What follows belongs to an exercise in optimizing a design on an open flow for a short achievable clock period and few clock cycles per item; a production flow would make more cautious choices. At most, simulation tests tie the RTL to the original design; equivalence was not proved. The RTL of runs 4 and 5 was laid out without a check of its function. Power is estimated from default activity; no workload was simulated.

## flow/config.mk

```make
export PLATFORM = sky130hd
export DESIGN_NAME = rip_relative_displacement_relocator_unit
export DESIGN_NICKNAME = rip_relative_displacement_relocator_unit
export VERILOG_FILES = /design/flow/design.v
export SDC_FILE = /design/flow/constraint.sdc
export NUM_CORES = 4
export LEC_CHECK = 0
export ABC_CLOCK_PERIOD_IN_PS = 2000
export CAP_MARGIN = 20
export CORE_MARGIN = 2
export CORE_UTILIZATION = 75
export CTS_CLUSTER_DIAMETER = 500
export CTS_CLUSTER_SIZE = 20
export SETUP_SLACK_MARGIN = 4.2
export SLEW_MARGIN = 20
```

## flow/constraint.sdc

```tcl
create_clock -name core_clock -period 6.3 [get_ports {i_clk}]
set_input_delay 1.2600 -clock core_clock [delete_from_list [all_inputs] [get_ports {i_clk}]]
set_output_delay 1.2600 -clock core_clock [all_outputs]
set_load 0.01 [all_outputs]
```

## flow/design.v

```verilog
package rrdr_pkg;
    localparam int LINE_DEPTH = 6;
    localparam int OUT_DEPTH = 8;
    localparam logic [7:0] REG_OPCODE_FIRST  = 8'd0;
    localparam logic [7:0] REG_OPCODE_SECOND = 8'd1;
    localparam logic [7:0] REG_OPCODE_THIRD  = 8'd2;
    localparam logic [7:0] REG_TWO_BYTE_MODE = 8'd3;
    localparam logic [7:0] REG_LOAD_BASE     = 8'd4;
    localparam logic [7:0] REG_WINDOW_START  = 8'd5;
    localparam logic [7:0] REG_WINDOW_LENGTH = 8'd6;
    localparam logic [7:0] REG_DEST_START    = 8'd7;
    localparam logic [7:0]  RST_OPCODE_FIRST  = 8'h48;
    localparam logic [7:0]  RST_OPCODE_SECOND = 8'h8D;
    localparam logic [7:0]  RST_OPCODE_THIRD  = 8'h05;
    localparam logic        RST_TWO_BYTE_MODE = 1'b0;
    localparam logic [31:0] RST_LOAD_BASE     = 32'h0060_0000;
    localparam logic [31:0] RST_WINDOW_START  = 32'h0000_0000;
    localparam logic [26:0] RST_WINDOW_LENGTH = 27'd0;
    localparam logic [31:0] RST_DEST_START    = 32'h00E0_0000;
    localparam logic [2:0] NEED_TWO   = 3'd6;
    localparam logic [2:0] NEED_THREE = 3'd7;
endpackage
module rrdr_scan (
    input  logic       i_two_byte_mode,
    input  logic       i_full,           
    input  logic [2:0] i_h0_eq,          
    input  logic [1:0] i_h1_eq,          
    input  logic       i_h2_eq,          
    input  logic [2:0] i_skip,           
    input  logic [2:0] i_hist,           
    output logic       o_match,          
    output logic [3:0] o_tag,            
    output logic [2:0] o_skip,           
    output logic [2:0] o_hist            
);
    logic cand;
    always_comb begin
        if (i_two_byte_mode) begin
            cand = i_h1_eq[0] & i_h0_eq[1];
        end else begin
            cand = i_h2_eq & i_h1_eq[1] & i_h0_eq[2];
        end
        o_match = cand & i_full & (i_skip == 3'd0);
        if (i_skip != 3'd0) begin
            o_skip = i_skip - 3'd1;
        end else if (o_match) begin
            o_skip = i_two_byte_mode ? 3'd5 : 3'd6;
        end else begin
            o_skip = 3'd0;
        end
        o_tag  = {i_hist, o_match};
        o_hist = {i_hist[1:0], o_match};
    end
endmodule
module rrdr_sum2 (
    input  logic        i_clk,
    input  logic [31:0] i_a,
    input  logic [31:0] i_b,
    input  logic        i_cin,
    output logic [31:0] o_sum
);
    logic [7:0] r_s [4];
    logic [3:0] r_g;
    logic [3:0] p;
    logic [3:0] cin;
    always_ff @(posedge i_clk) begin
        for (int j = 0; j < 4; j++) begin
            {r_g[j], r_s[j]} <= {1'b0, i_a[8*j +: 8]} + {1'b0, i_b[8*j +: 8]} +
                                {8'd0, (j == 0) ? i_cin : 1'b0};
        end
    end
    always_comb begin
        for (int j = 0; j < 4; j++) begin
            p[j] = &r_s[j];
        end
        cin[0] = 1'b0;
        cin[1] = r_g[0];
        cin[2] = r_g[1] | (p[1] & r_g[0]);
        cin[3] = r_g[2] | (p[2] & r_g[1]) | (p[2] & p[1] & r_g[0]);
    end
    always_ff @(posedge i_clk) begin
        for (int j = 0; j < 4; j++) begin
            o_sum[8*j +: 8] <= r_s[j] + {7'd0, cin[j]};
        end
    end
endmodule
module rip_relative_displacement_relocator_unit #(
    parameter int POSITION_BITS = 26
) (
    input  logic               i_clk,
    input  logic               i_rst_n,
    input  logic               i_in_valid,
    output logic               i_in_ready,
    input  logic [7:0]         i_in_byte,
    input  logic               i_in_last,
    output logic               o_out_valid,
    input  logic               o_out_ready,
    output logic [7:0]         o_out_byte,
    output logic               o_out_last,
    input  logic               i_cfg_valid,
    output logic               i_cfg_ready,
    input  logic [7:0]         i_cfg_index,
    input  logic [31:0]        i_cfg_value
);
    localparam int LD = rrdr_pkg::LINE_DEPTH;
    localparam int OD = rrdr_pkg::OUT_DEPTH;
    logic r_run;           
    always_ff @(posedge i_clk) begin
        r_run <= i_rst_n;
    end
    logic [7:0]  r_opc_first;
    logic [7:0]  r_opc_second;
    logic [7:0]  r_opc_third;
    logic        r_two_byte;
    logic [31:0] r_load_base;
    logic [31:0] r_win_start;
    logic [26:0] r_win_len;
    logic [31:0] r_dest_start;
    logic [31:0] r_off_base;
    logic [31:0] disp_base;
    logic        r_cfg_valid;
    logic [7:0]  r_cfg_index;
    logic [31:0] r_cfg_value;
    assign i_cfg_ready = 1'b1;
    always_ff @(posedge i_clk) begin
        r_cfg_valid <= i_cfg_valid;
        r_cfg_index <= i_cfg_index;
        r_cfg_value <= i_cfg_value;
    end
    always_ff @(posedge i_clk) begin
        if (!i_rst_n) begin
            r_opc_first  <= rrdr_pkg::RST_OPCODE_FIRST;
            r_opc_second <= rrdr_pkg::RST_OPCODE_SECOND;
            r_opc_third  <= rrdr_pkg::RST_OPCODE_THIRD;
            r_two_byte   <= rrdr_pkg::RST_TWO_BYTE_MODE;
            r_load_base  <= rrdr_pkg::RST_LOAD_BASE;
            r_win_start  <= rrdr_pkg::RST_WINDOW_START;
            r_win_len    <= rrdr_pkg::RST_WINDOW_LENGTH;
            r_dest_start <= rrdr_pkg::RST_DEST_START;
        end else if (r_cfg_valid) begin
            case (r_cfg_index)
                rrdr_pkg::REG_OPCODE_FIRST:  r_opc_first  <= r_cfg_value[7:0];
                rrdr_pkg::REG_OPCODE_SECOND: r_opc_second <= r_cfg_value[7:0];
                rrdr_pkg::REG_OPCODE_THIRD:  r_opc_third  <= r_cfg_value[7:0];
                rrdr_pkg::REG_TWO_BYTE_MODE: r_two_byte   <= r_cfg_value[0];
                rrdr_pkg::REG_LOAD_BASE:     r_load_base  <= r_cfg_value;
                rrdr_pkg::REG_WINDOW_START:  r_win_start  <= r_cfg_value;
                rrdr_pkg::REG_WINDOW_LENGTH: r_win_len    <= r_cfg_value[26:0];
                rrdr_pkg::REG_DEST_START:    r_dest_start <= r_cfg_value;
                default: ;
            endcase
        end
    end
    logic [31:0] off_x, off_y;
    assign off_x = r_load_base ^ ~r_win_start ^ 32'd4;
    assign off_y = {(r_load_base[30:0] & ~r_win_start[30:0]) |
                    (r_load_base[30:0] & 31'd4) | (~r_win_start[30:0] & 31'd4), 1'b0};
    rrdr_sum2 u_off_base (
        .i_clk (i_clk),
        .i_a   (off_x),
        .i_b   (off_y),
        .i_cin (1'b1),
        .o_sum (r_off_base)
    );
    rrdr_sum2 u_disp_base (
        .i_clk (i_clk),
        .i_a   (r_dest_start),
        .i_b   (~r_win_start),
        .i_cin (1'b1),
        .o_sum (disp_base)
    );
    logic       r_in_ready;
    logic       r_iv;
    logic [7:0] r_ib;
    logic       r_il;
    logic       in_go;
    logic [2:0] in_eq;
    assign i_in_ready = r_in_ready;
    assign in_go      = i_in_valid & r_in_ready;
    always_ff @(posedge i_clk) begin
        r_iv <= in_go;
        r_ib <= i_in_byte;
        r_il <= i_in_last;
    end
    assign in_eq = {r_ib == r_opc_third, r_ib == r_opc_second, r_ib == r_opc_first};
    logic [LD-1:0] r_lv;             
    logic [7:0]    r_lb  [LD];
    logic [LD-1:0] r_ll;             
    logic [2:0]    r_le  [LD];       
    logic [LD-1:0] n_lv;
    logic [7:0]    n_lb  [LD];
    logic [LD-1:0] n_ll;
    logic [2:0]    n_le  [LD];
    logic [2:0]               r_h0;
    logic [1:0]               r_h1;
    logic                     r_h2;
    logic [2:0]               r_skip;
    logic [2:0]               r_hist;
    logic [3:0] r_credit;
    logic       r_pop;
    logic       r_rel;           
    logic       rel;
    logic       full4;
    logic       match;
    logic [3:0] tag;
    logic [2:0] scan_skip;
    logic [2:0] scan_hist;
    assign rel   = r_rel;
    assign full4 = r_lv[3] & ~r_ll[0] & ~r_ll[1] & ~r_ll[2];
    rrdr_scan u_scan (
        .i_two_byte_mode (r_two_byte),
        .i_full          (full4),
        .i_h0_eq         (r_h0),
        .i_h1_eq         (r_h1),
        .i_h2_eq         (r_h2),
        .i_skip          (r_skip),
        .i_hist          (r_hist),
        .o_match         (match),
        .o_tag           (tag),
        .o_skip          (scan_skip),
        .o_hist          (scan_hist)
    );
    logic [LD-1:0] s_lv, h_lv;
    logic [7:0]    s_lb  [LD];
    logic [LD-1:0] s_ll, h_ll;
    logic [2:0]    s_le  [LD];
    logic [7:0]    h_lb  [LD];
    logic [2:0]    h_le  [LD];
    always_comb begin
        for (int i = 0; i < LD; i++) begin
            if (i + 1 < LD && r_lv[(i + 1) % LD]) begin
                s_lv[i] = 1'b1;
                s_lb[i] = r_lb[(i + 1) % LD];
                s_ll[i] = r_ll[(i + 1) % LD];
                s_le[i] = r_le[(i + 1) % LD];
            end else begin
                s_lv[i] = r_iv & r_lv[i];
                s_lb[i] = r_ib;
                s_ll[i] = r_il;
                s_le[i] = in_eq;
            end
            if (r_lv[i]) begin
                h_lv[i] = 1'b1;
                h_lb[i] = r_lb[i];
                h_ll[i] = r_ll[i];
                h_le[i] = r_le[i];
            end else begin
                h_lv[i] = r_iv & (i == 0 || r_lv[(i + LD - 1) % LD]);
                h_lb[i] = r_ib;
                h_ll[i] = r_il;
                h_le[i] = in_eq;
            end
        end
        for (int i = 0; i < LD; i++) begin
            n_lv[i] = rel ? s_lv[i] : h_lv[i];
            n_lb[i] = rel ? s_lb[i] : h_lb[i];
            n_ll[i] = rel ? s_ll[i] : h_ll[i];
            n_le[i] = rel ? s_le[i] : h_le[i];
        end
    end
    logic s_ready, h_ready;
    logic s_credit_ok, h_credit_ok;
    assign s_ready = s_lv[3] | (s_lv[0] & s_ll[0]) | (s_lv[1] & s_ll[1]) | (s_lv[2] & s_ll[2]);
    assign h_ready = h_lv[3] | (h_lv[0] & h_ll[0]) | (h_lv[1] & h_ll[1]) | (h_lv[2] & h_ll[2]);
    assign s_credit_ok = (r_credit + {3'd0, r_pop}) != 4'd1;
    assign h_credit_ok = (r_credit + {3'd0, r_pop}) != 4'd0;
    always_ff @(posedge i_clk) begin
        for (int i = 0; i < LD; i++) begin
            r_lb[i] <= n_lb[i];
            r_le[i] <= n_le[i];
        end
        r_ll <= n_ll;
        if (!r_run) begin
            r_lv  <= '0;
            r_rel <= 1'b0;
        end else begin
            r_lv  <= n_lv;
            r_rel <= rel ? (s_ready & s_credit_ok) : (h_ready & h_credit_ok);
        end
    end
    always_ff @(posedge i_clk) begin
        if (!r_run) begin
            r_in_ready <= 1'b0;
        end else if (in_go) begin
            r_in_ready <= ~n_lv[LD-2];
        end else begin
            r_in_ready <= ~n_lv[LD-1];
        end
    end
    logic        r_first;
    logic [31:0] r_run_base;
    always_ff @(posedge i_clk) begin
        if (!r_run) begin
            r_h0    <= '0;
            r_h1    <= '0;
            r_h2    <= 1'b0;
            r_skip  <= '0;
            r_hist  <= '0;
            r_first <= 1'b1;
        end else if (rel) begin
            r_first <= r_ll[0];
            if (r_ll[0]) begin
                r_h0   <= '0;
                r_h1   <= '0;
                r_h2   <= 1'b0;
                r_skip <= '0;
                r_hist <= '0;
            end else begin
                r_h0   <= r_le[0];
                r_h1   <= r_h0[1:0];
                r_h2   <= r_h1[0];
                r_skip <= scan_skip;
                r_hist <= scan_hist;
            end
        end
    end
    always_ff @(posedge i_clk) begin
        if (rel) begin
            r_run_base <= r_ll[0] ? r_off_base : (r_run_base + 32'd1);
        end else if (r_first) begin
            r_run_base <= r_off_base;
        end
    end
    logic        r_k_v;
    logic [3:0]  r_kc_g, r_kc_p;
    logic [7:0]  r_kt_g, r_kt_p;
    logic        r_k_y32;
    logic [7:0]  r_ks [4];
    logic [3:0]  r_ks_g;
    logic        r_hit;
    logic [31:0] r_patch;
    logic [31:0] disp_now;
    logic [31:0] len_inv;
    logic [31:0] cs_x;
    logic [32:0] cs_y;
    logic [31:0] tg, tp, cg, cp;
    logic [3:0]  kc_g, kc_p;
    logic [7:0]  kt_g, kt_p;
    function automatic [1:0] group8(input logic [7:0] g, input logic [7:0] p);
        logic [3:0] g2, p2;
        logic [1:0] g4, p4;
        for (int i = 0; i < 4; i++) begin
            g2[i] = g[2*i+1] | (p[2*i+1] & g[2*i]);
            p2[i] = p[2*i+1] & p[2*i];
        end
        for (int i = 0; i < 2; i++) begin
            g4[i] = g2[2*i+1] | (p2[2*i+1] & g2[2*i]);
            p4[i] = p2[2*i+1] & p2[2*i];
        end
        group8 = {g4[1] | (p4[1] & g4[0]), p4[1] & p4[0]};
    endfunction
    function automatic [1:0] group4(input logic [3:0] g, input logic [3:0] p);
        logic [1:0] g2, p2;
        for (int i = 0; i < 2; i++) begin
            g2[i] = g[2*i+1] | (p[2*i+1] & g[2*i]);
            p2[i] = p[2*i+1] & p[2*i];
        end
        group4 = {g2[1] | (p2[1] & g2[0]), p2[1] & p2[0]};
    endfunction
    assign disp_now = {r_lb[3], r_lb[2], r_lb[1], r_lb[0]};
    assign len_inv  = {5'h1F, ~r_win_len};
    always_comb begin
        cs_x = r_run_base ^ disp_now ^ len_inv;
        cs_y = {(r_run_base & disp_now) | (r_run_base & len_inv) | (disp_now & len_inv), 1'b1};
        tg   = cs_x & cs_y[31:0];
        tp   = cs_x | cs_y[31:0];
        cg   = r_run_base & disp_now;
        cp   = r_run_base | disp_now;
        for (int j = 0; j < 8; j++) begin
            {kt_g[j], kt_p[j]} = group4(tg[4*j +: 4], tp[4*j +: 4]);
        end
        for (int j = 0; j < 4; j++) begin
            {kc_g[j], kc_p[j]} = group8(cg[8*j +: 8], cp[8*j +: 8]);
        end
    end
    always_ff @(posedge i_clk) begin
        r_kc_g  <= kc_g;
        r_kc_p  <= kc_p;
        r_kt_g  <= kt_g;
        r_kt_p  <= kt_p;
        r_k_y32 <= cs_y[32];
        for (int j = 0; j < 4; j++) begin
            {r_ks_g[j], r_ks[j]} <= {1'b0, disp_now[8*j +: 8]} + {1'b0, disp_base[8*j +: 8]};
        end
        if (!r_run) begin
            r_k_v <= 1'b0;
        end else begin
            r_k_v <= rel & match;
        end
    end
    logic       c32, ct32;
    logic [1:0] kt_all;
    logic [3:0] ks_p, ks_c;
    always_comb begin
        c32  = r_kc_g[3] | (r_kc_p[3] & (r_kc_g[2] | (r_kc_p[2] & (r_kc_g[1] | (r_kc_p[1] & r_kc_g[0])))));
        kt_all = group8(r_kt_g, r_kt_p);
        ct32   = kt_all[1];
        for (int j = 0; j < 4; j++) begin
            ks_p[j] = &r_ks[j];
        end
        ks_c[0] = 1'b0;
        ks_c[1] = r_ks_g[0];
        ks_c[2] = r_ks_g[1] | (ks_p[1] & r_ks_g[0]);
        ks_c[3] = r_ks_g[2] | (ks_p[2] & r_ks_g[1]) | (ks_p[2] & ks_p[1] & r_ks_g[0]);
    end
    always_ff @(posedge i_clk) begin
        if (r_k_v) begin
            r_hit <= c32 ? ~(r_k_y32 & ct32) : ~(r_k_y32 | ct32);
            for (int j = 0; j < 4; j++) begin
                r_patch[8*j +: 8] <= r_ks[j] + {7'd0, ks_c[j]};
            end
        end
    end
    logic [1:0] r_dv;
    logic [7:0] r_db [2];
    logic [1:0] r_dl;
    logic [3:0] r_dt [2];
    always_ff @(posedge i_clk) begin
        r_db[0] <= r_lb[0];
        r_dl[0] <= r_ll[0];
        r_dt[0] <= tag;
        r_db[1] <= r_db[0];
        r_dl[1] <= r_dl[0];
        r_dt[1] <= r_dt[0];
        if (!r_run) begin
            r_dv <= '0;
        end else begin
            r_dv <= {r_dv[0], rel};
        end
    end
    logic [7:0] fix_byte;
    always_comb begin
        fix_byte = r_db[1];
        if (r_hit) begin
            if (r_dt[1][0]) fix_byte = r_patch[7:0];
            if (r_dt[1][1]) fix_byte = r_patch[15:8];
            if (r_dt[1][2]) fix_byte = r_patch[23:16];
            if (r_dt[1][3]) fix_byte = r_patch[31:24];
        end
    end
    logic [8:0] r_fe [OD];           
    logic [3:0] r_wp, r_rp;
    logic       wen;
    logic [8:0] wdata;
    logic       pop;
    logic [3:0] wp_next, rp_inc;
    logic [8:0] head_keep, head_take;
    logic       ne_keep, ne_take;
    logic       r_out_valid;
    logic [8:0] r_out;
    assign wen       = r_dv[1];
    assign wdata     = {r_dl[1], fix_byte};
    assign pop       = r_out_valid & o_out_ready;
    assign wp_next   = r_wp + {3'd0, wen};
    assign rp_inc    = r_rp + 4'd1;
    assign head_keep = (wen && r_wp[2:0] == r_rp[2:0])  ? wdata : r_fe[r_rp[2:0]];
    assign head_take = !r_out_valid ? head_keep :
                       (wen && r_wp[2:0] == rp_inc[2:0]) ? wdata : r_fe[rp_inc[2:0]];
    assign ne_keep   = (wp_next != r_rp);
    assign ne_take   = r_out_valid ? (wp_next != rp_inc) : ne_keep;
    always_ff @(posedge i_clk) begin
        if (wen) begin
            r_fe[r_wp[2:0]] <= wdata;
        end
        if (!r_run) begin
            r_wp  <= '0;
            r_rp  <= '0;
            r_pop <= 1'b0;
        end else begin
            r_wp  <= wp_next;
            r_rp  <= (o_out_ready && r_out_valid) ? rp_inc : r_rp;
            r_pop <= pop;
        end
    end
    always_ff @(posedge i_clk) begin
        if (!r_run) begin
            r_credit <= 4'(OD);
        end else begin
            r_credit <= r_credit - {3'd0, rel} + {3'd0, r_pop};
        end
    end
    always_ff @(posedge i_clk) begin
        if (!i_rst_n || !r_run) begin
            r_out_valid <= 1'b0;
        end else begin
            r_out_valid <= o_out_ready ? ne_take : ne_keep;
        end
        r_out <= o_out_ready ? head_take : head_keep;
    end
    assign o_out_valid = r_out_valid;
    assign o_out_byte  = r_out[7:0];
    assign o_out_last  = r_out[8];
endmodule
```

## flow/run.sh

```bash
#!/bin/bash
# synth_recipe.tcl (not shown) runs the flow's synth.tcl, then flattens the netlist and writes it again
# the make line also repeats each setting of config.mk as NAME=value (left out here)
make -C /OpenROAD-flow-scripts/flow DESIGN_CONFIG=/design/flow/config.mk WORK_HOME=/design/flow/orfs CLKGATE_MAP_FILE= SYNTH_SCRIPT=/design/flow/synth_recipe.tcl finish
```

==> impl_metrics.yaml, run 1 <==
global_route:
  grt_util_met1: 0.4243
  grt_pass1_wl_mm: 110.0
  antenna_found_initial: 1
  use_met3: 0.05005
  grt_pass1_vias: 21170
  busiest_layer: "met2"
  globalRouteMet2Util: 0.5768
  grt_max_degree: 118
  gr-total-overflow: 0
  grt_usage: 0.3318
timing:
  setup_slack_ns: 3.979
  rsz0062_at_grt: "true"
  max_slew_margin: 0.2840
  setup_viol: 0
  fin_setup_tns_ns: 0
  drv_slew: 0
  max_freq_ghz: 0.4309
  tightestPinTransition_ns: 1.070
  hold_viol_final: 0
  fin_skew_ns: 0.01837
  fin_crit_ns: 2.321
  min_period_over_period: 0.3684
finish:
  num-fill-cells: 2148
  final_common_cell: "dfxtp_1"
  final_cell_mix: "492 x dfxtp_1, 344 x nand2_1, 198 x ha_1"
  ff_latch_area_um2: 15090
  multi_input_area_um2: 15090
  diodes: 0
  finalNetCount: 3245
  area_growth_pct: 11.37
  largest_reg_flops: 72
  drive_above_1_share: 0.1285
drt:
  first_iter_violations: 1843
  viasPerCell: 6.108
  drc: 0
  totalWireLength_mm: 72.31
  drtAntennaViolNets: 0
  post_drt_wl_per_cell_um: 20.76
  dr.pass1.iters: 6
  vias: 21270
placement:
  dp_slack_ns: 2.769
  gp_congestion: 0.9161
  hpwl_mm: 48.99
  port_buffers: 64
die:
  num_rows: 73
  die_x_um: 205.8
  die_y_um: 205.8
  core-area_um2: 40010
  die_area_um2: 42370
  start_util: 0.7637
  io_pins: 66
setup_path:
  r2r_setup_slack_ns: 4.13
  crit_buf_inv: 1
  start_kind: "flip-flop"
  critPathCaptureType: "output pin"
  crit_arrival_ns: 1.06
  path_cells: "buf_6"
  cp.required_ns: 5.04
  cpMaxStageDelayCell: "dfxtp_4"
  crit_type: "flip-flop to output pin"
  critPathMaxFanout: 2
  critPathTopFamily: "flip-flops"
  critPathMaxStageDelay_ns: 0.36
cts:
  cts-root-buf: "clkbuf_16"
  cts_tree: "yes"
  cts.clk_slew.worst_paths_ns: 0.09
  hold_buffers: 0
  cts.path.max_buffers: 3
  insertion_delay_ns: 0.59
  htree_levels: 2
  cts_made_buffers: 39
  cts_sinks: 677
synth:
  ys_seq_area_frac: 0.4921
  synth.distinct_cells: 73
  syn-num-nets: 3160
  synth_seq_cells: 677
  synth_cells: 2847
  syn_area_per_cell_um2: 10.73
  synth_edf_count: 148
  ys.warnings.count: 15
  syn_area_um2: 30550
  synth_ff_type: "dfxtp_1"
  async_reset_ff_frac: 0
pwr:
  comb_power_share: 0.219
  p_int_mw: 7.228
  clockPowerShare: 0.253
  power.leakage_nw: 13.10
  p_seq_frac: 0.528
  pwr_density_cell_nw_per_um2: 303.2
  switching_share: 0.2995
  p_sw_mw: 3.090
  peakVddDrop_v: 0.0002582
outcome:
  status: "no timing/DRC/antenna violations"
min_path:
  hold_path.class: "flip-flop to flip-flop"
flow_run:
  cap_violations: 0
==> kinds of logic after synthesis <==
kind of cell             Yosys count  synth area share
AND/OR/NAND/NOR                  761            0.1180
multiplexers                     205           0.08309
flip-flops                       677            0.4921
buffers and inverters            290           0.03690
other                              1         0.0001227
adder cells (fa/ha/maj)          261            0.1165
AO/OA/AOI/OAI                    468           0.09992
XOR/XNOR                         184           0.05336
==> power by group through the flow <==
stage          clock network, mW  logic (mW)  registers [mW]
4_1_cts                     2.62        2.05            5.44
3_3_place_gp                   0        1.78            5.55
3_5_place_dp                   0        1.89            5.58
5_1_grt                     2.79        2.49            5.50
2_1_floorplan                  0        1.48            5.35
6_report                    2.61        2.25            5.45
==> cells in the mapped netlist (11+ instances only) <==
| master | n | area, um^2 |
|---|---|---|
| a21oi_1 | 78 | 390.4 |
| edfxtp_1 | 148 | 4444 |
| o31ai_1 | 16 | 120.1 |
| a21boi_1 | 13 | 97.59 |
| or3_1 | 11 | 68.82 |
| nand2_1 | 349 | 1310 |
| fa_1 | 40 | 800.8 |
| mux2_2 | 29 | 326.6 |
| mux4_2 | 36 | 810.8 |
| a21o_1 | 23 | 172.7 |
| nand3_1 | 49 | 245.2 |
| a21boi_0 | 90 | 675.7 |
| nor4_1 | 12 | 75.07 |
| a211oi_1 | 12 | 90.09 |
| nor2b_1 | 84 | 525.5 |
| dfxtp_1 | 529 | 10590 |
| inv_1 | 173 | 649.4 |
| o22ai_1 | 15 | 93.84 |
| and2_1 | 31 | 193.9 |
| nor3_1 | 18 | 90.09 |
| nor2_1 | 116 | 435.4 |
| o21a_1 | 23 | 172.7 |
| xnor2_1 | 124 | 1086 |
| and3_1 | 26 | 162.7 |
| clkbuf_1 | 86 | 322.8 |
| xor2_1 | 59 | 516.8 |
| o21ai_0 | 124 | 620.6 |
| ha_1 | 219 | 2740 |
| buf_2 | 16 | 80.08 |
| mux2i_1 | 140 | 1401 |
| nand4_1 | 19 | 118.9 |
==> stage by stage <==
step | cell area, um^2 | power, mW | utilization | instances | hold WS, ns
after floorplan | 30620 | 6.825 | - | 2847 | 0.3096
after global placement | 31630 | 7.337 | 0.7906 | 3342 | 0.3111
after detailed placement | 31630 | 7.472 | 0.7906 | 3342 | 0.3121
after CTS | 33340 | 10.11 | 0.8334 | 3442 | 0.3311
after global routing | 34030 | 10.78 | 0.8505 | 3483 | 0.3370
final | 34030 | 10.32 | 0.8505 | 3483 | 0.3312
==> layout make-up <==
class                      instances  share of cell area
clock buffer                      66             0.03291
multi-input combinational       1880              0.4434
clock inverter                     1           0.0001471
tap                              525             0.01931
timing repair buffer             161             0.04166
inverter                         173             0.01908
sequential                       677              0.4435
==> final timing paths <==
kind,from,to,cells past startpoint
worst max-delay path,r_out_valid,o_out_valid,1
worst min-delay path,u_disp_base.r_s[0][1],u_disp_base.o_sum[1],0
worst min register to register,u_disp_base.r_s[0][1],u_disp_base.o_sum[1],0
worst max register to register,r_lb[0][0],r_kt_g[0],7
==> layer usage <==
layer	vias to the layer above	part of all wire
met4	0	0.032
li1	9978	-
met3	181	0.066
met5	-	0
met1	10290	0.41
met2	830	0.49
==> what timing repair did <==
item / in CTS / in global routing
setup endpoints to repair: 301 / 175
buffers inserted: 33 / 41
gates resized for setup: 156 / 105
pin swaps: 20 / 40
Testbench counts, summed over its fixed seeds: cycles 34,977, bytes 34,913.
==> inputs of run 2 (changes only) <==
--- a/flow/config.mk
+++ b/flow/config.mk
@@ -10,3 +10,3 @@
 export CORE_MARGIN = 2
-export CORE_UTILIZATION = 75
+export CORE_UTILIZATION = 60
 export CTS_CLUSTER_DIAMETER = 500
==> impl_metrics.yaml, run 2 <==
finish:
  diodes: 0
  drive_above_1_share: 0.1191
  largest_reg_flops: 72
  multi_input_area_um2: 15040
  ff_latch_area_um2: 15090
  final_common_cell: "dfxtp_1"
  num-fill-cells: 3842
  finalNetCount: 3228
  area_growth_pct: 11.42
  final_cell_mix: "491 x dfxtp_1, 346 x nand2_1, 202 x ha_1"
timing:
  min_period_over_period: 0.3648
  max_slew_margin: 0.2893
  setup_viol: 0
  fin_crit_ns: 2.298
  hold_ws_ns: 0.3306
  fin_skew_ns: 0.02620
  setup_slack_ns: 4.002
  hold_viol_final: 0
  rsz0062_at_grt: "true"
  tightestPinTransition_ns: 1.062
  fin_setup_tns_ns: 0
  drv_slew: 0
  max_freq_ghz: 0.4351
setup_path:
  critPathMaxStageDelay_ns: 0.35
  critPathMaxFanout: 2
  crit_type: "flip-flop to output pin"
  critPathTopFamily: "flip-flops"
  start_kind: "flip-flop"
  path_cells: "buf_6"
  crit_buf_inv: 1
  crit_arrival_ns: 1.04
  critPathCaptureType: "output pin"
  cp.required_ns: 5.04
  cpMaxStageDelayCell: "dfxtp_4"
global_route:
  grt_pass1_wl_mm: 108.5
  grt_pass1_vias: 20280
  antenna_found_initial: 2
  grt_usage: 0.2577
  grt_max_degree: 105
  gr-total-overflow: 0
pwr:
  peakVddDrop_v: 0.0002095
  comb_power_share: 0.208
  finalPower_mw: 10.18
  pwr_density_cell_nw_per_um2: 299.0
  clockPowerShare: 0.256
  p_int_mw: 7.167
  power.leakage_nw: 13.05
  p_seq_frac: 0.536
  switching_share: 0.2959
  p_sw_mw: 3.012
cts:
  cts-root-buf: "clkbuf_16"
  cts_sinks: 677
  cts.path.max_buffers: 3
  cts_tree: "yes"
  insertion_delay_ns: 0.59
  cts_made_buffers: 39
  cts.clk_slew.worst_paths_ns: 0.08
  htree_levels: 2
synth:
  synth_top_area_frac: 0.3466
  synth_cells: 2847
  synth_seq_cells: 677
  synth_most_common_cell: "dfxtp_1"
  synth.distinct_cells: 73
  synth_top_area_cell: "dfxtp_1"
  syn-num-nets: 3160
  synth.top_cells.by_count: "529 x dfxtp_1, 349 x nand2_1, 219 x ha_1, 173 x inv_1, 148 x edfxtp_1"
  synth_edf_count: 148
  ys_seq_area_frac: 0.4921
  synth_ff_type: "dfxtp_1"
  syn_area_um2: 30550
  synth.area.top_cells: "dfxtp_1 35%, edfxtp_1 15%, ha_1 9.0%"
  syn_area_per_cell_um2: 10.73
  ys.warnings.count: 15
  async_reset_ff_frac: 0
min_path:
  hold_path.class: "flip-flop to flip-flop"
placement:
  port_buffers: 64
  hpwl_mm: 48.52
  dp_slack_ns: 2.992
  gp_congestion: 0.8871
drt:
  drc: 0
  drtAntennaViolNets: 0
  first_iter_violations: 1260
  vias: 20270
  post_drt_wl_per_cell_um: 19.09
  totalWireLength_mm: 68.93
  viasPerCell: 5.613
  dr.pass1.iters: 5
outcome:
  status: "no timing/DRC/antenna violations"
die:
  start_util: 0.6090
  num_rows: 82
  die_area_um2: 52740
  die_x_um: 229.7
  core-area_um2: 50170
  io_pins: 66
  die_y_um: 229.7
flow_run:
  cap_violations: 0
## run 2: changes by cell type in the layout (fill, tap and decap cells not counted), sizes merged
cell	before	now
and3	26	27
clkinv	1	2
buf	109	90
inv	173	172
nand3	50	51
clkbuf	66	64
## run 2: kinds of logic after synthesis
family / count (synthesis) / synth area share
AND/OR/NAND/NOR: 761 / 0.1180
flip-flops: 677 / 0.4921
AO/OA/AOI/OAI: 468 / 0.09992
buffers and inverters: 290 / 0.03690
adder cells (fa/ha/maj): 261 / 0.1165
multiplexers: 205 / 0.08309
XOR/XNOR: 184 / 0.05336
other: 1 / 0.0001227
## run 2: final cells by class
cell class,instances,area share
well taps,672,0.02470
flip-flops and latches,677,0.4433
clock buffers,64,0.03267
multi-input cells,1882,0.4417
repair buffers,142,0.03833
clock inverters,1,0.0001470
inverters,173,0.01908
## run 2: final timing paths
path,slack (ns),to,startpoint,cells past startpoint
setup reg to reg,4.17,r_kt_g[0],r_lb[0][0],7
hold / removal,0.33,r_dt[1][2],r_dt[0][2],0
setup / recovery,4.00,o_out_valid,r_out_valid,1
hold reg to reg,0.33,r_dt[1][2],r_dt[0][2],0
## run 2: repair_timing
action / in CTS / in global routing
setup endpoints to repair: 257 / 192
pin swaps: 22 / 30
resized for setup: 153 / 85
hold buffers: 0 / 0
gates cloned: 0 / 2
setup buffers: 35 / 23
## run 2: power by group through the flow
stage / Clock (mW) / Sequential (mW) / Combinational, mW
2_1_floorplan: 0 / 5.35 / 1.48
3_3_place_gp: 0 / 5.58 / 1.80
3_5_place_dp: 0 / 5.60 / 1.88
4_1_cts: 2.67 / 5.45 / 2.04
5_1_grt: 2.82 / 5.51 / 2.38
6_report: 2.61 / 5.45 / 2.12
## run 2: per-layer routing
layer / part of all wire / up-vias / global-route usage
met5: 0 / - / 0
met4: 0.025 / 0 / 0.07041
met3: 0.038 / 94 / 0.02629
met2: 0.48 / 401 / 0.4406
met1: 0.46 / 9868 / 0.3501
li1: - / 9905 / -
## run 2: through the flow
stage,utilization,instances,area (um^2)
2_1_floorplan,-,2847,30620
3_3_place_gp,0.6338,3486,31800
4_1_cts,0.6677,3586,33500
3_5_place_dp,0.6338,3486,31800
5_1_grt,0.6785,3611,34040
6_report,0.6785,3611,34040
==> inputs of run 3 (changes only) <==
--- a/flow/design.v
+++ b/flow/design.v
@@ -449,2 +449,3 @@
     logic       r_out_valid;
+    logic       shown;
     logic [8:0] r_out;
@@ -452,3 +453,4 @@
     assign wdata     = {r_dl[1], fix_byte};
-    assign pop       = r_out_valid & o_out_ready;
+    assign shown     = (r_wp != r_rp);
+    assign pop       = shown & o_out_ready;
     assign wp_next   = r_wp + {3'd0, wen};
@@ -456,6 +458,6 @@
     assign head_keep = (wen && r_wp[2:0] == r_rp[2:0])  ? wdata : r_fe[r_rp[2:0]];
-    assign head_take = !r_out_valid ? head_keep :
+    assign head_take = !shown ? head_keep :
                        (wen && r_wp[2:0] == rp_inc[2:0]) ? wdata : r_fe[rp_inc[2:0]];
     assign ne_keep   = (wp_next != r_rp);
-    assign ne_take   = r_out_valid ? (wp_next != rp_inc) : ne_keep;
+    assign ne_take   = shown ? (wp_next != rp_inc) : ne_keep;
     always_ff @(posedge i_clk) begin
@@ -470,3 +472,3 @@
             r_wp  <= wp_next;
-            r_rp  <= (o_out_ready && r_out_valid) ? rp_inc : r_rp;
+            r_rp  <= (o_out_ready && shown) ? rp_inc : r_rp;
             r_pop <= pop;
==> impl_metrics.yaml, run 3 <==
setup_path:
  worst-r2r-cell-count: 8
  cp.required_ns: 5.04
  cpMaxStageDelayCell: "dfxtp_2"
  critPathMaxStageDelay_ns: 0.35
  crit_type: "flip-flop to output pin"
  critPathMaxFanout: 1
  critPathCaptureType: "output pin"
  crit_buf_inv: 1
  critPathTopFamily: "flip-flops"
  path_cells: "buf_6"
  crit_arrival_ns: 1.04
  cp_num_cells: 1
  start_kind: "flip-flop"
timing:
  hold_ws_ns: 0.3273
  tightestPinTransition_ns: 1.107
  setup_viol: 0
  rsz0062_at_grt: "true"
  fin_skew_ns: 0.02061
  max_slew_margin: 0.2592
  max_freq_ghz: 0.4342
  min_period_over_period: 0.3655
  hold_viol_final: 0
  fin_crit_ns: 2.303
  fin_setup_tns_ns: 0
  drv_slew: 0
cts:
  cts_sinks: 677
  cts-root-buf: "clkbuf_16"
  hold_buffers: 0
  cts_made_buffers: 39
  cts.clk_slew.worst_paths_ns: 0.08
  insertion_delay_ns: 0.59
  cts.path.max_buffers: 3
  htree_levels: 2
  cts_tree: "yes"
finish:
  final_core_util: 0.6729
  diodes: 0
  area_growth_pct: 10.55
  num-fill-cells: 3904
  finalNetCount: 3187
  final_cell_mix: "496 x dfxtp_1, 317 x nand2_1, 201 x ha_1"
  final_common_cell: "dfxtp_1"
  largest_reg_flops: 72
  drive_above_1_share: 0.1125
global_route:
  grt_pass1_vias: 19960
  antenna_found_initial: 0
  grt_usage: 0.2547
  grt_pass1_wl_mm: 106.8
  gr-total-overflow: 0
  grt_max_degree: 79
die:
  num_rows: 82
  io_pins: 66
  die_x_um: 229.8
  die_area_um2: 52830
  die_y_um: 229.8
  start_util: 0.6087
  core-area_um2: 50270
drt:
  drc: 0
  viasPerCell: 5.570
  totalWireLength_mm: 67.11
  vias: 19890
  post_drt_wl_per_cell_um: 18.80
  drtAntennaViolNets: 0
  dr.pass1.iters: 5
  first_iter_violations: 1167
synth:
  syn_area_per_cell_um2: 10.85
  synth.area.top_cells: "dfxtp_1 35%, edfxtp_1 15%, ha_1 9.0%"
  async_reset_ff_frac: 0
  syn_area_um2: 30600
  synth_cells: 2820
  ys_seq_area_frac: 0.4913
  synth_edf_count: 148
  synth_seq_cells: 677
  synth_most_common_cell: "dfxtp_1"
  synth_ff_type: "dfxtp_1"
  synth_top_area_cell: "dfxtp_1"
  synth_top_area_frac: 0.3461
  syn-num-nets: 3133
  ys.warnings.count: 15
  synth.distinct_cells: 76
  synth.top_cells.by_count: "529 x dfxtp_1, 320 x nand2_1, 219 x ha_1, 170 x inv_1, 148 x edfxtp_1"
pwr:
  finalPower_mw: 10.26
  power.leakage_nw: 12.98
  peakVddDrop_v: 0.0002025
  pwr_density_cell_nw_per_um2: 303.3
outcome:
  status: "no timing/DRC/antenna violations"
min_path:
  hold_path_depth: 0
  hold_path.class: "flip-flop to flip-flop"
placement:
  port_buffers: 64
  hpwl_mm: 47.94
  gp_congestion: 0.8729
flow_run:
  cap_violations: 0
[run 3: cell types whose count changed in the layout (fill, tap and decap cells not counted), sizes merged, moves of 6 or more]
cell / delta
a21o: +8
a32oi: -8
nor2: +13
buf: -16
and3: -10
xnor2: +11
and2: -13
o22ai: +6
a221o: +6
o21a: -11
nand2: -29
[run 3: logic make-up after synthesis]
group           synth area share
compound gates           0.09776
xor+xnor                 0.05659
simple gates              0.1160
flops                     0.4913
fa+ha+maj                 0.1164
buf+inv                  0.03708
mux                      0.08480
other cells            0.0001225
[run 3: through the flow]
step                setup slack, ns  cell area, um^2  instances
floorplan                     4.166            30630       2820
global placement              3.127            31790       3462
detailed placement            3.105            31790       3462
CTS                           3.954            33370       3550
global route                  3.956            33830       3570
finish                        3.997            33830       3570
[run 3: path summary, 6_finish.rpt]
| check | from | to | slack [ns] |
|---|---|---|---|
| worst min-delay path | u_disp_base.r_s[0][5] | u_disp_base.o_sum[5] | 0.33 |
| worst max-delay path | r_out_valid | o_out_valid | 4.00 |
| worst max register to register | r_run_base[0] | r_run_base[31] | 4.18 |
| worst min register to register | u_disp_base.r_s[0][5] | u_disp_base.o_sum[5] | 0.33 |
[run 3: routing by layer]
layer	track usage	up-vias	share of wire
met2	0.4306	381	0.47
met5	0	-	0
met3	0.03175	112	0.040
li1	-	9818	-
met1	0.3383	9575	0.46
met4	0.08871	0	0.031
[run 3: worst register-to-register path, stage by stage (launching register included)]
cell and delay [ns]:
edfxtp_1 0.38, buf_4 0.14, buf_4 0.11, nand3_2 0.17, nor4_4 0.39, buf_12 0.18
nor4b_2 0.26, xnor2_1 0.16, o21ai_1 0.07
[run 3: area by class of cell]
class	instances	area, um^2	share of cell area
flip-flops and latches	677	15080	0.4458
multi-input cells	1858	14950	0.4419
repair buffers	127	1194	0.03528
clock buffers	64	1112	0.03288
well taps	672	840.8	0.02485
inverters	171	649.4	0.01920
clock inverters	1	5.005	0.0001479
[run 3: timing repair]
action                                  in CTS  in global routing
cloned                                       0                  1
resized for setup                          137                 72
pin swaps                                   17                 32
endpoints found under the setup margin     256                114
setup buffers                               23                 19
[run 3: report_power, final]
group	internal [mW]	total (mW)	switching [mW]	leakage, nW
clock network	1.21	2.60	1.38	0.536
registers	4.99	5.45	0.466	5.78
logic	1.03	2.21	1.18	6.66
total	7.23	10.3	3.03	13.0
Testbench counts of run 3, summed over its fixed seeds: cycles 34,977, bytes 34,913.
==> inputs of run 4 (changes only) <==
--- a/flow/design.v
+++ b/flow/design.v
@@ -114,16 +114,69 @@
     logic        r_two_byte;
-    logic [31:0] r_load_base;
     logic [31:0] r_win_start;
     logic [26:0] r_win_len;
-    logic [31:0] r_dest_start;
     logic [31:0] r_off_base;
+    logic [31:0] r_disp_base;
     logic [31:0] disp_base;
-    logic        r_cfg_valid;
+    logic        r_cfg_busy;
+    logic [1:0]  r_cfg_step;
+    logic        r_cfg_ready;
     logic [7:0]  r_cfg_index;
-    logic [31:0] r_cfg_value;
-    assign i_cfg_ready = 1'b1;
+    logic [7:0]  r_cfg_byte;        
+    logic        r_cfg_oy, r_cfg_oc;    
+    logic        r_cfg_dy, r_cfg_dc;    
+    logic        w_load, w_start, w_dest;
+    logic [7:0]  off_a, off_b, off_c, disp_a, disp_b, disp_c;
+    logic [7:0]  off_m, disp_m;
+    logic [8:0]  off_sum, disp_sum;
+    assign i_cfg_ready = r_cfg_ready;
+    assign disp_base   = r_disp_base;
+    assign w_load  = (r_cfg_index == rrdr_pkg::REG_LOAD_BASE);
+    assign w_start = (r_cfg_index == rrdr_pkg::REG_WINDOW_START);
+    assign w_dest  = (r_cfg_index == rrdr_pkg::REG_DEST_START);
+    always_comb begin
+        off_a  = w_start ? r_off_base[7:0]  : r_cfg_byte;
+        off_b  = w_start ? r_win_start[7:0] : ~r_win_start[7:0];
+        off_c  = w_start ? ~r_cfg_byte      : ((r_cfg_step == 2'd0) ? 8'd4 : 8'd0);
+        disp_a = w_start ? r_disp_base[7:0] : r_cfg_byte;
+        disp_b = w_start ? r_win_start[7:0] : ~r_win_start[7:0];
+        disp_c = w_start ? ~r_cfg_byte      : 8'd0;
+        off_m    = (off_a & off_b) | (off_a & off_c) | (off_b & off_c);
+        disp_m   = (disp_a & disp_b) | (disp_a & disp_c) | (disp_b & disp_c);
+        off_sum  = {1'b0, off_a ^ off_b ^ off_c} + {1'b0, off_m[6:0], r_cfg_oy} + {8'd0, r_cfg_oc};
+        disp_sum = {1'b0, disp_a ^ disp_b ^ disp_c} + {1'b0, disp_m[6:0], r_cfg_dy} + {8'd0, r_cfg_dc};
+    end
+    always_ff @(posedge i_clk) begin
+        if (!i_rst_n) begin
+            r_cfg_busy  <= 1'b0;
+            r_cfg_step  <= 2'd0;
+            r_cfg_ready <= 1'b0;
+        end else if (!r_cfg_busy) begin
+            r_cfg_busy  <= i_cfg_valid;
+            r_cfg_step  <= 2'd0;
+            r_cfg_ready <= 1'b0;
+        end else begin
+            r_cfg_busy  <= (r_cfg_step != 2'd3);
+            r_cfg_step  <= r_cfg_step + 2'd1;
+            r_cfg_ready <= (r_cfg_step == 2'd2);
+        end
+    end
     always_ff @(posedge i_clk) begin
-        r_cfg_valid <= i_cfg_valid;
-        r_cfg_index <= i_cfg_index;
-        r_cfg_value <= i_cfg_value;
+        if (!r_cfg_busy) begin
+            r_cfg_index <= i_cfg_index;
+            r_cfg_byte  <= i_cfg_value[7:0];
+            r_cfg_oy    <= 1'b1;
+            r_cfg_oc    <= 1'b0;
+            r_cfg_dy    <= 1'b1;
+            r_cfg_dc    <= 1'b0;
+        end else begin
+            case (r_cfg_step)
+                2'd0:    r_cfg_byte <= i_cfg_value[15:8];
+                2'd1:    r_cfg_byte <= i_cfg_value[23:16];
+                default: r_cfg_byte <= i_cfg_value[31:24];
+            endcase
+            r_cfg_oy <= off_m[7];
+            r_cfg_oc <= off_sum[8];
+            r_cfg_dy <= disp_m[7];
+            r_cfg_dc <= disp_sum[8];
+        end
     end
@@ -135,38 +188,22 @@
             r_two_byte   <= rrdr_pkg::RST_TWO_BYTE_MODE;
-            r_load_base  <= rrdr_pkg::RST_LOAD_BASE;
             r_win_start  <= rrdr_pkg::RST_WINDOW_START;
             r_win_len    <= rrdr_pkg::RST_WINDOW_LENGTH;
-            r_dest_start <= rrdr_pkg::RST_DEST_START;
-        end else if (r_cfg_valid) begin
-            case (r_cfg_index)
-                rrdr_pkg::REG_OPCODE_FIRST:  r_opc_first  <= r_cfg_value[7:0];
-                rrdr_pkg::REG_OPCODE_SECOND: r_opc_second <= r_cfg_value[7:0];
-                rrdr_pkg::REG_OPCODE_THIRD:  r_opc_third  <= r_cfg_value[7:0];
-                rrdr_pkg::REG_TWO_BYTE_MODE: r_two_byte   <= r_cfg_value[0];
-                rrdr_pkg::REG_LOAD_BASE:     r_load_base  <= r_cfg_value;
-                rrdr_pkg::REG_WINDOW_START:  r_win_start  <= r_cfg_value;
-                rrdr_pkg::REG_WINDOW_LENGTH: r_win_len    <= r_cfg_value[26:0];
-                rrdr_pkg::REG_DEST_START:    r_dest_start <= r_cfg_value;
-                default: ;
-            endcase
+            r_off_base   <= rrdr_pkg::RST_LOAD_BASE - rrdr_pkg::RST_WINDOW_START + 32'd4;
+            r_disp_base  <= rrdr_pkg::RST_DEST_START - rrdr_pkg::RST_WINDOW_START;
+        end else if (r_cfg_busy) begin
+            if (r_cfg_step == 2'd0) begin
+                case (r_cfg_index)
+                    rrdr_pkg::REG_OPCODE_FIRST:  r_opc_first  <= i_cfg_value[7:0];
+                    rrdr_pkg::REG_OPCODE_SECOND: r_opc_second <= i_cfg_value[7:0];
+                    rrdr_pkg::REG_OPCODE_THIRD:  r_opc_third  <= i_cfg_value[7:0];
+                    rrdr_pkg::REG_TWO_BYTE_MODE: r_two_byte   <= i_cfg_value[0];
+                    rrdr_pkg::REG_WINDOW_LENGTH: r_win_len    <= i_cfg_value[26:0];
+                    default: ;
+                endcase
+            end
+            r_win_start <= {w_start ? r_cfg_byte : r_win_start[7:0], r_win_start[31:8]};
+            r_off_base  <= {(w_load || w_start) ? off_sum[7:0] : r_off_base[7:0], r_off_base[31:8]};
+            r_disp_base <= {(w_dest || w_start) ? disp_sum[7:0] : r_disp_base[7:0], r_disp_base[31:8]};
         end
     end
-    logic [31:0] off_x, off_y;
-    assign off_x = r_load_base ^ ~r_win_start ^ 32'd4;
-    assign off_y = {(r_load_base[30:0] & ~r_win_start[30:0]) |
-                    (r_load_base[30:0] & 31'd4) | (~r_win_start[30:0] & 31'd4), 1'b0};
-    rrdr_sum2 u_off_base (
-        .i_clk (i_clk),
-        .i_a   (off_x),
-        .i_b   (off_y),
-        .i_cin (1'b1),
-        .o_sum (r_off_base)
-    );
-    rrdr_sum2 u_disp_base (
-        .i_clk (i_clk),
-        .i_a   (r_dest_start),
-        .i_b   (~r_win_start),
-        .i_cin (1'b1),
-        .o_sum (disp_base)
-    );
     logic       r_in_ready;
@@ -327,6 +364,3 @@
     logic        r_k_y32;
-    logic [7:0]  r_ks [4];
-    logic [3:0]  r_ks_g;
     logic        r_hit;
-    logic [31:0] r_patch;
     logic [31:0] disp_now;
@@ -381,5 +415,2 @@
         r_k_y32 <= cs_y[32];
-        for (int j = 0; j < 4; j++) begin
-            {r_ks_g[j], r_ks[j]} <= {1'b0, disp_now[8*j +: 8]} + {1'b0, disp_base[8*j +: 8]};
-        end
         if (!r_run) begin
@@ -392,3 +423,2 @@
     logic [1:0] kt_all;
-    logic [3:0] ks_p, ks_c;
     always_comb begin
@@ -397,9 +427,2 @@
         ct32   = kt_all[1];
-        for (int j = 0; j < 4; j++) begin
-            ks_p[j] = &r_ks[j];
-        end
-        ks_c[0] = 1'b0;
-        ks_c[1] = r_ks_g[0];
-        ks_c[2] = r_ks_g[1] | (ks_p[1] & r_ks_g[0]);
-        ks_c[3] = r_ks_g[2] | (ks_p[2] & r_ks_g[1]) | (ks_p[2] & ks_p[1] & r_ks_g[0]);
     end
@@ -408,5 +431,23 @@
             r_hit <= c32 ? ~(r_k_y32 & ct32) : ~(r_k_y32 | ct32);
-            for (int j = 0; j < 4; j++) begin
-                r_patch[8*j +: 8] <= r_ks[j] + {7'd0, ks_c[j]};
-            end
+        end
+    end
+    logic       r_pc;
+    logic [8:0] sum_first, sum_next;
+    logic [7:0] base_next;
+    logic [7:0] patch_byte;
+    logic       patch_carry;
+    always_comb begin
+        case (1'b1)
+            r_hist[0]: base_next = disp_base[15:8];
+            r_hist[1]: base_next = disp_base[23:16];
+            default:   base_next = disp_base[31:24];
+        endcase
+        sum_first   = {1'b0, r_lb[0]} + {1'b0, disp_base[7:0]};
+        sum_next    = {1'b0, r_lb[0]} + {1'b0, base_next} + {8'd0, r_pc};
+        patch_byte  = match ? sum_first[7:0] : sum_next[7:0];
+        patch_carry = match ? sum_first[8]   : sum_next[8];
+    end
+    always_ff @(posedge i_clk) begin
+        if (rel) begin
+            r_pc <= patch_carry;
         end
@@ -414,12 +455,15 @@
     logic [1:0] r_dv;
-    logic [7:0] r_db [2];
+    logic [7:0] r_db [2];            
+    logic [7:0] r_dp [2];            
     logic [1:0] r_dl;
-    logic [3:0] r_dt [2];
+    logic [1:0] r_dx;                
     always_ff @(posedge i_clk) begin
         r_db[0] <= r_lb[0];
+        r_dp[0] <= patch_byte;
         r_dl[0] <= r_ll[0];
-        r_dt[0] <= tag;
+        r_dx[0] <= |tag;
         r_db[1] <= r_db[0];
+        r_dp[1] <= r_dp[0];
         r_dl[1] <= r_dl[0];
-        r_dt[1] <= r_dt[0];
+        r_dx[1] <= r_dx[0];
         if (!r_run) begin
@@ -431,11 +475,3 @@
     logic [7:0] fix_byte;
-    always_comb begin
-        fix_byte = r_db[1];
-        if (r_hit) begin
-            if (r_dt[1][0]) fix_byte = r_patch[7:0];
-            if (r_dt[1][1]) fix_byte = r_patch[15:8];
-            if (r_dt[1][2]) fix_byte = r_patch[23:16];
-            if (r_dt[1][3]) fix_byte = r_patch[31:24];
-        end
-    end
+    assign fix_byte = (r_dx[1] && r_hit) ? r_dp[1] : r_db[1];
     logic [8:0] r_fe [OD];           
@@ -449,3 +485,2 @@
     logic       r_out_valid;
-    logic       shown;
     logic [8:0] r_out;
@@ -453,4 +488,3 @@
     assign wdata     = {r_dl[1], fix_byte};
-    assign shown     = (r_wp != r_rp);
-    assign pop       = shown & o_out_ready;
+    assign pop       = r_out_valid & o_out_ready;
     assign wp_next   = r_wp + {3'd0, wen};
@@ -458,6 +492,6 @@
     assign head_keep = (wen && r_wp[2:0] == r_rp[2:0])  ? wdata : r_fe[r_rp[2:0]];
-    assign head_take = !shown ? head_keep :
+    assign head_take = !r_out_valid ? head_keep :
                        (wen && r_wp[2:0] == rp_inc[2:0]) ? wdata : r_fe[rp_inc[2:0]];
     assign ne_keep   = (wp_next != r_rp);
-    assign ne_take   = shown ? (wp_next != rp_inc) : ne_keep;
+    assign ne_take   = r_out_valid ? (wp_next != rp_inc) : ne_keep;
     always_ff @(posedge i_clk) begin
@@ -472,3 +506,3 @@
             r_wp  <= wp_next;
-            r_rp  <= (o_out_ready && shown) ? rp_inc : r_rp;
+            r_rp  <= (o_out_ready && r_out_valid) ? rp_inc : r_rp;
             r_pop <= pop;
--- a/flow/config.mk
+++ b/flow/config.mk
@@ -11,4 +11,2 @@
 export CORE_UTILIZATION = 60
-export CTS_CLUSTER_DIAMETER = 500
-export CTS_CLUSTER_SIZE = 20
 export SETUP_SLACK_MARGIN = 4.2
==> impl_metrics.yaml, run 4 <==
timing:
  drv_slew: 0
  max_slew_margin: 0.2603
  min_period_over_period: 0.5823
  hold_ws_ns: 0.3247
  rsz0062_at_grt: "true"
  hold_viol_final: 0
  fin_skew_ns: 0.01963
  tightestPinTransition_ns: 1.105
  fin_crit_ns: 3.669
  max_freq_ghz: 0.2726
  setup_viol: 0
  fin_setup_tns_ns: 0
placement:
  hpwl_mm: 39.06
  gp_congestion: 0.8726
  place_area_um2: 24780
  port_buffers: 65
finish:
  area_growth_pct: 17.24
  fin_area_um2: 27800
  num-fill-cells: 2932
  final_core_util: 0.7159
  multi_input_area_um2: 12590
  ff_latch_area_um2: 10700
  final_common_cell: "dfxtp_1"
  final_cell_mix: "323 x dfxtp_1, 262 x nand2_1, 173 x mux2i_1"
  finalNetCount: 2604
  drive_above_1_share: 0.1683
  largest_reg_flops: 72
drt:
  dr.pass1.iters: 5
  drc: 0
  post_drt_wl_per_cell_um: 19.17
  drtAntennaViolNets: 0
  vias: 16800
  viasPerCell: 5.696
  totalWireLength_mm: 56.53
  first_iter_violations: 940
synth:
  synth_cells: 2297
  synth_most_common_cell: "dfxtp_1"
  synth.top_cells.by_count: "345 x dfxtp_1, 273 x nand2_1, 177 x mux2i_1, 159 x o21ai_0, 141 x inv_1"
  async_reset_ff_frac: 0
  syn_area_per_cell_um2: 10.32
  ys_seq_area_frac: 0.4497
  synth.distinct_cells: 78
  synth_edf_count: 125
  ys.warnings.count: 12
  syn_area_um2: 23710
  synth_ff_type: "dfxtp_1"
  synth.area.top_cells: "dfxtp_1 29%, edfxtp_1 16%, mux2i_1 7.5%"
  synth_seq_cells: 470
  synth_top_area_cell: "dfxtp_1"
  synth_top_area_frac: 0.2913
  syn-num-nets: 2512
outcome:
  status: "no timing/DRC/antenna violations"
setup_path:
  reg2reg_from: "r_cfg_index[7]"
  rr_endpoint: "r_off_base[31]"
  start_kind: "flip-flop"
  critPathMaxFanout: 6
  r2r_setup_slack_ns: 2.63
  startpoint: "r_cfg_index[7]"
  cp.required_ns: 6.79
  critPathCaptureType: "flip-flop"
  critical_path.endpoint: "r_off_base[31]"
  crit_arrival_ns: 4.16
  worst-r2r-cell-count: 16
  crit_type: "flip-flop to flip-flop"
die:
  io_pins: 66
  start_util: 0.6106
  core-area_um2: 38830
  die_x_um: 202.8
  num_rows: 72
  die_area_um2: 41120
  die_y_um: 202.8
global_route:
  grt_usage: 0.2748
  antenna_found_initial: 0
  grt_max_degree: 100
  gr-total-overflow: 0
  grt_pass1_wl_mm: 88.89
  grt_pass1_vias: 16490
pwr:
  peakVddDrop_v: 0.0002411
  power.leakage_nw: 10.66
  pwr_density_cell_nw_per_um2: 330.1
cts:
  cts_tree: "yes"
  cts_made_buffers: 49
  cts_sinks: 470
  cts.clk_slew.worst_paths_ns: 0.06
  insertion_delay_ns: 0.60
  cts-root-buf: "clkbuf_16"
  cts.path.max_buffers: 3
  htree_levels: 2
min_path:
  hold_path_depth: 0
  hold_path.class: "flip-flop to flip-flop"
flow_run:
  cap_violations: 0
==> run 4: worst min path at each step <==
stage,from,endpoint,slack (ns)
2_1_floorplan,r_db[0][0],r_db[1][0],0.31
3_3_place_gp,r_db[0][0],r_db[1][0],0.31
3_5_place_dp,r_db[0][0],r_db[1][0],0.31
4_1_cts,r_db[0][0],r_db[1][0],0.33
5_1_grt,r_db[0][7],r_db[1][7],0.33
6_report,r_dl[0],r_dl[1],0.32
==> run 4: area by class of cell <==
type                       count  share of cell area
timing repair buffer         160             0.05793
clock buffer                  73             0.05330
tap                          518             0.02332
inverter                     142             0.01931
multi-input combinational   1566              0.4529
clock inverter                19            0.008058
sequential                   470              0.3851
antenna                        1          0.00009003
==> run 4: worst max-delay path, cell delays in order (launching register included) <==
cell and delay, ns:
edfxtp_1 0.41, nor4_4 0.38, nand3b_4 0.13, or3_4 0.38, buf_12 0.16, buf_4 0.13, nand2_1 0.08, nand2_1 0.06
ha_1 0.28, xor2_1 0.18, ha_1 0.36, a2111oi_2 0.37, a21oi_1 0.10, o21ai_2 0.08, xor2_1 0.19, a21oi_1 0.08
o21a_1 0.20
==> run 4: what timing repair did <==
item | in CTS | in global routing
pin swaps | 52 | 35
hold buffers | 0 | 0
buffers inserted | 46 | 30
gates cloned | 4 | 2
endpoints found under the setup margin | 157 | 142
resized for setup | 142 | 62
==> run 4: layer usage <==
metal | global-route usage | vias to the layer above | wire length (um)
met5 | 0 | - | 0
met4 | 0.06700 | 0 | 1306
met3 | 0.05040 | 87 | 3002
met1 | 0.3593 | 8207 | 24680
met2 | 0.4733 | 379 | 27550
li1 | - | 8125 | -
==> run 4: power by group <==
part	total (mW)	internal (mW)	switching, mW
sequential	3.99	3.59	0.401
combinational	2.18	1.01	1.17
clock	3.00	1.80	1.21
==> run 4: logic make-up (layout without fill, tap and decap cells) <==
kind of cell	count (synthesis)	count (layout)	share of synthesized area
buffers and inverters	262	394	0.04481
AND/OR/NAND/NOR	619	620	0.1287
flip-flops	470	470	0.4497
adder cells (fa/ha/maj)	163	163	0.09880
XOR/XNOR	110	110	0.04143
AO/OA/AOI/OAI	416	416	0.1068
multiplexers	257	257	0.1298
other	0	1	0
==> run 4: stage by stage <==
step,std cells,total power [mW],setup slack [ns]
after floorplan,2297,5.404,2.724
after global placement,2774,5.924,2.498
after detailed placement,2774,6.009,2.401
after CTS,2916,9.132,2.664
after global routing,2948,9.668,2.430
final,2949,9.175,2.631
==> inputs of run 5 (changes only) <==
--- a/flow/config.mk
+++ b/flow/config.mk
@@ -11,2 +11,4 @@
 export CORE_UTILIZATION = 60
+export CTS_CLUSTER_DIAMETER = 500
+export CTS_CLUSTER_SIZE = 20
 export SETUP_SLACK_MARGIN = 4.2
==> impl_metrics.yaml, run 5 <==
timing:
  hold_ws_ns: 0.3313
  hold_viol_final: 0
  fin_skew_ns: 0.01471
  fin_setup_tns_ns: 0
  drv_slew: 0
  fin_crit_ns: 3.696
  min_period_over_period: 0.5866
  tightestPinTransition_ns: 1.073
  max_freq_ghz: 0.2706
  setup_viol: 0
  rsz0062_at_grt: "true"
  max_slew_margin: 0.2818
  setup_slack_ns: 2.604
pwr:
  peakVddDrop_v: 0.0002551
  pwr_density_cell_nw_per_um2: 295.8
  power.leakage_nw: 10.21
  finalPower_mw: 7.950
synth:
  yosys.area_share.adder: 0.09880
  syn_area_per_cell_um2: 10.32
  synth_edf_count: 125
  synth.area.top_cells: "dfxtp_1 29%, edfxtp_1 16%, mux2i_1 7.5%"
  syn_area_um2: 23710
  ys_seq_area_frac: 0.4497
  synth_most_common_cell: "dfxtp_1"
  yosys.area_share.simple: 0.1287
  synth_cells: 2297
  async_reset_ff_frac: 0
  ys.warnings.count: 12
  syn-num-nets: 2512
  synthXorXnorAreaFrac: 0.04143
  synth.top_cells.by_count: "345 x dfxtp_1, 273 x nand2_1, 177 x mux2i_1, 159 x o21ai_0, 141 x inv_1"
  synth_top_area_frac: 0.2913
  synth_top_family_by_area: "multiplexers"
  synth_top_area_cell: "dfxtp_1"
  synth_seq_cells: 470
  synth.distinct_cells: 78
  synth-compound-area-share: 0.1068
  synthMuxAreaShare: 0.1298
  synth_ff_type: "dfxtp_1"
die:
  start_util: 0.6106
  core-area_um2: 38830
  die_area_um2: 41120
  num_rows: 72
  die_x_um: 202.8
  io_pins: 66
  die_y_um: 202.8
finish:
  final_core_util: 0.6921
  area_growth_pct: 13.35
  final_common_cell: "dfxtp_1"
  largest_reg_flops: 72
  drive_above_1_share: 0.1537
  fin_cells: 2914
  fin_area_um2: 26870
  finalNetCount: 2593
  num-fill-cells: 3052
  final_cell_mix: "323 x dfxtp_1, 263 x nand2_1, 172 x mux2i_1"
drt:
  vias: 16640
  first_iter_violations: 1058
  post_drt_wl_per_cell_um: 19.10
  viasPerCell: 5.710
  totalWireLength_mm: 55.65
  dr.pass1.iters: 5
  drc: 0
  drtAntennaViolNets: 0
global_route:
  grt_usage: 0.2673
  grt_max_degree: 100
  gr-total-overflow: 0
  grt_pass1_wl_mm: 87.29
  grt_pass1_vias: 16260
  antenna_found_initial: 0
placement:
  place_area_um2: 24780
  hpwl_mm: 39.06
  dp_slack_ns: 2.401
  port_buffers: 65
  gp_congestion: 0.8726
  dp.cells: 2774
setup_path:
  critPathMaxStageDelay_ns: 0.42
  critPathCaptureType: "flip-flop"
  path_cells: "nor4_4 > nand3b_4 > or3_4 > buf_12 > nand2_4 > nand2_4 > ha_4 > xnor2_4 > fa_2 > inv_2 > fa_2 > buf_4 > buf_6 > a21o_1 > a211oi_2 > nor2_1 > mux2i_1 > a21oi_1"
  cpMaxStageDelayCell: "edfxtp_1"
  cp.required_ns: 6.73
  crit_arrival_ns: 4.12
  crit_type: "flip-flop to flip-flop"
  crit_buf_inv: 4
  critPathTopFamily: "simple AND/OR/NAND/NOR gates"
  start_kind: "flip-flop"
  critPathMaxFanout: 6
cts:
  cts_tree: "yes"
  cts.path.max_buffers: 3
  insertion_delay_ns: 0.57
  htree_levels: 1
  cts_sinks: 470
  hold_buffers: 0
  cts-root-buf: "clkbuf_16"
  cts.clk_slew.worst_paths_ns: 0.08
  cts_made_buffers: 27
outcome:
  status: "no timing/DRC/antenna violations"
min_path:
  hold_path.class: "flip-flop to flip-flop"
flow_run:
  cap_violations: 0
-- run 5: cell counts after synthesis --
Identical to the previous run, type by type.
-- run 5: metal layers --
layer,vias up,share of wire,track usage
li1,8072,-,-
met1,8154,0.44,0.3594
met3,77,0.049,0.03403
met4,0,0.027,0.07169
met2,336,0.48,0.4572
met5,-,0,0
-- run 5: cells by family after synthesis --
| logic type | Yosys count |
|---|---|
| AND/OR/NAND/NOR | 619 |
| flip-flops | 470 |
| AO/OA/AOI/OAI | 416 |
| buffers and inverters | 262 |
| multiplexers | 257 |
| adder cells (fa/ha/maj) | 163 |
| XOR/XNOR | 110 |
-- run 5: worst paths after layout --
| kind | start | to | slack (ns) | cells after the start |
|---|---|---|---|---|
| worst max register to register | r_cfg_index[4] | r_disp_base[28] | 2.60 | 18 |
| worst max-delay path | r_cfg_index[4] | r_disp_base[28] | 2.60 | 18 |
| worst min-delay path | r_db[0][0] | r_db[1][0] | 0.33 | 0 |
| worst min register to register | r_db[0][0] | r_db[1][0] | 0.33 | 0 |
-- run 5: repair_timing --
item                                    CTS  global route
endpoints found under the setup margin  152           137
resized for setup                       148            54
gates cloned                              4             2
pin swaps                                60            41
buffers inserted                         48            39
-- run 5: cell type report --
class	instances	area (um^2)	area share
inverter	142	536.8	0.01997
clock buffer	45	743.2	0.02766
clock inverter	1	11.26	0.0004190
antenna	1	2.502	0.00009312
multi-input combinational	1566	12550	0.4671
sequential	470	10700	0.3983
timing repair buffer	171	1675	0.06234
tap	518	648.1	0.02412
-- run 5: power by group --
group | total (mW) | switching, mW | internal [mW]
sequential | 3.98 | 0.394 | 3.58
clock | 1.78 | 0.974 | 0.808
combinational | 2.19 | 1.17 | 1.02
-- run 5: worst register-to-register path, stage by stage (launching register included) --
cell	delay [ns]
edfxtp_1	0.42
nor4_4	0.37
nand3b_4	0.14
or3_4	0.39
buf_12	0.16
nand2_4	0.08
nand2_4	0.05
ha_4	0.28
xnor2_4	0.12
fa_2	0.23
inv_2	0.04
fa_2	0.40
buf_4	0.15
buf_6	0.10
a21o_1	0.15
a211oi_2	0.20
nor2_1	0.06
mux2i_1	0.14
a21oi_1	0.09

port drivers added, routing unchanged:
No port has a modelled driver above. Below, the same layouts with a new extraction and two added sets of constraints.
Step 1, drivers: a clkbuf_16 drives i_clk and a buf_2 each remaining input, both assumed.
Step 2 also shifts input and output timing later by t, the mid clock arrival at the registers, as if the neighbouring blocks saw the same clock.
Slacks: ideal ports / drivers / drivers and shift; pairs: ideal ports / drivers.
run | t (ns) | setup slack, ns | worst setup path after step 2 | latest minus earliest clock arrival (ns)
run 1 | 0.639 | 3.979 / 3.921 / 3.664 | input to register | 0.019 / 0.019
run 2 | 0.643 | 4.002 / 3.939 / 3.705 | input to register | 0.027 / 0.027
run 3 | 0.635 | 3.997 / 3.938 / 3.703 | input to register | 0.021 / 0.021
run 4 | 0.647 | 2.631 / 2.631 / 2.631 | register to register | 0.021 / 0.021
run 5 | 0.621 | 2.604 / 2.604 / 2.604 | register to register | 0.019 / 0.019
After both steps every run listed still meets setup and hold. For run 1, which loses most, drivers alone change the setup slack by -0.058 ns; drivers and shift together by -0.315 ns.
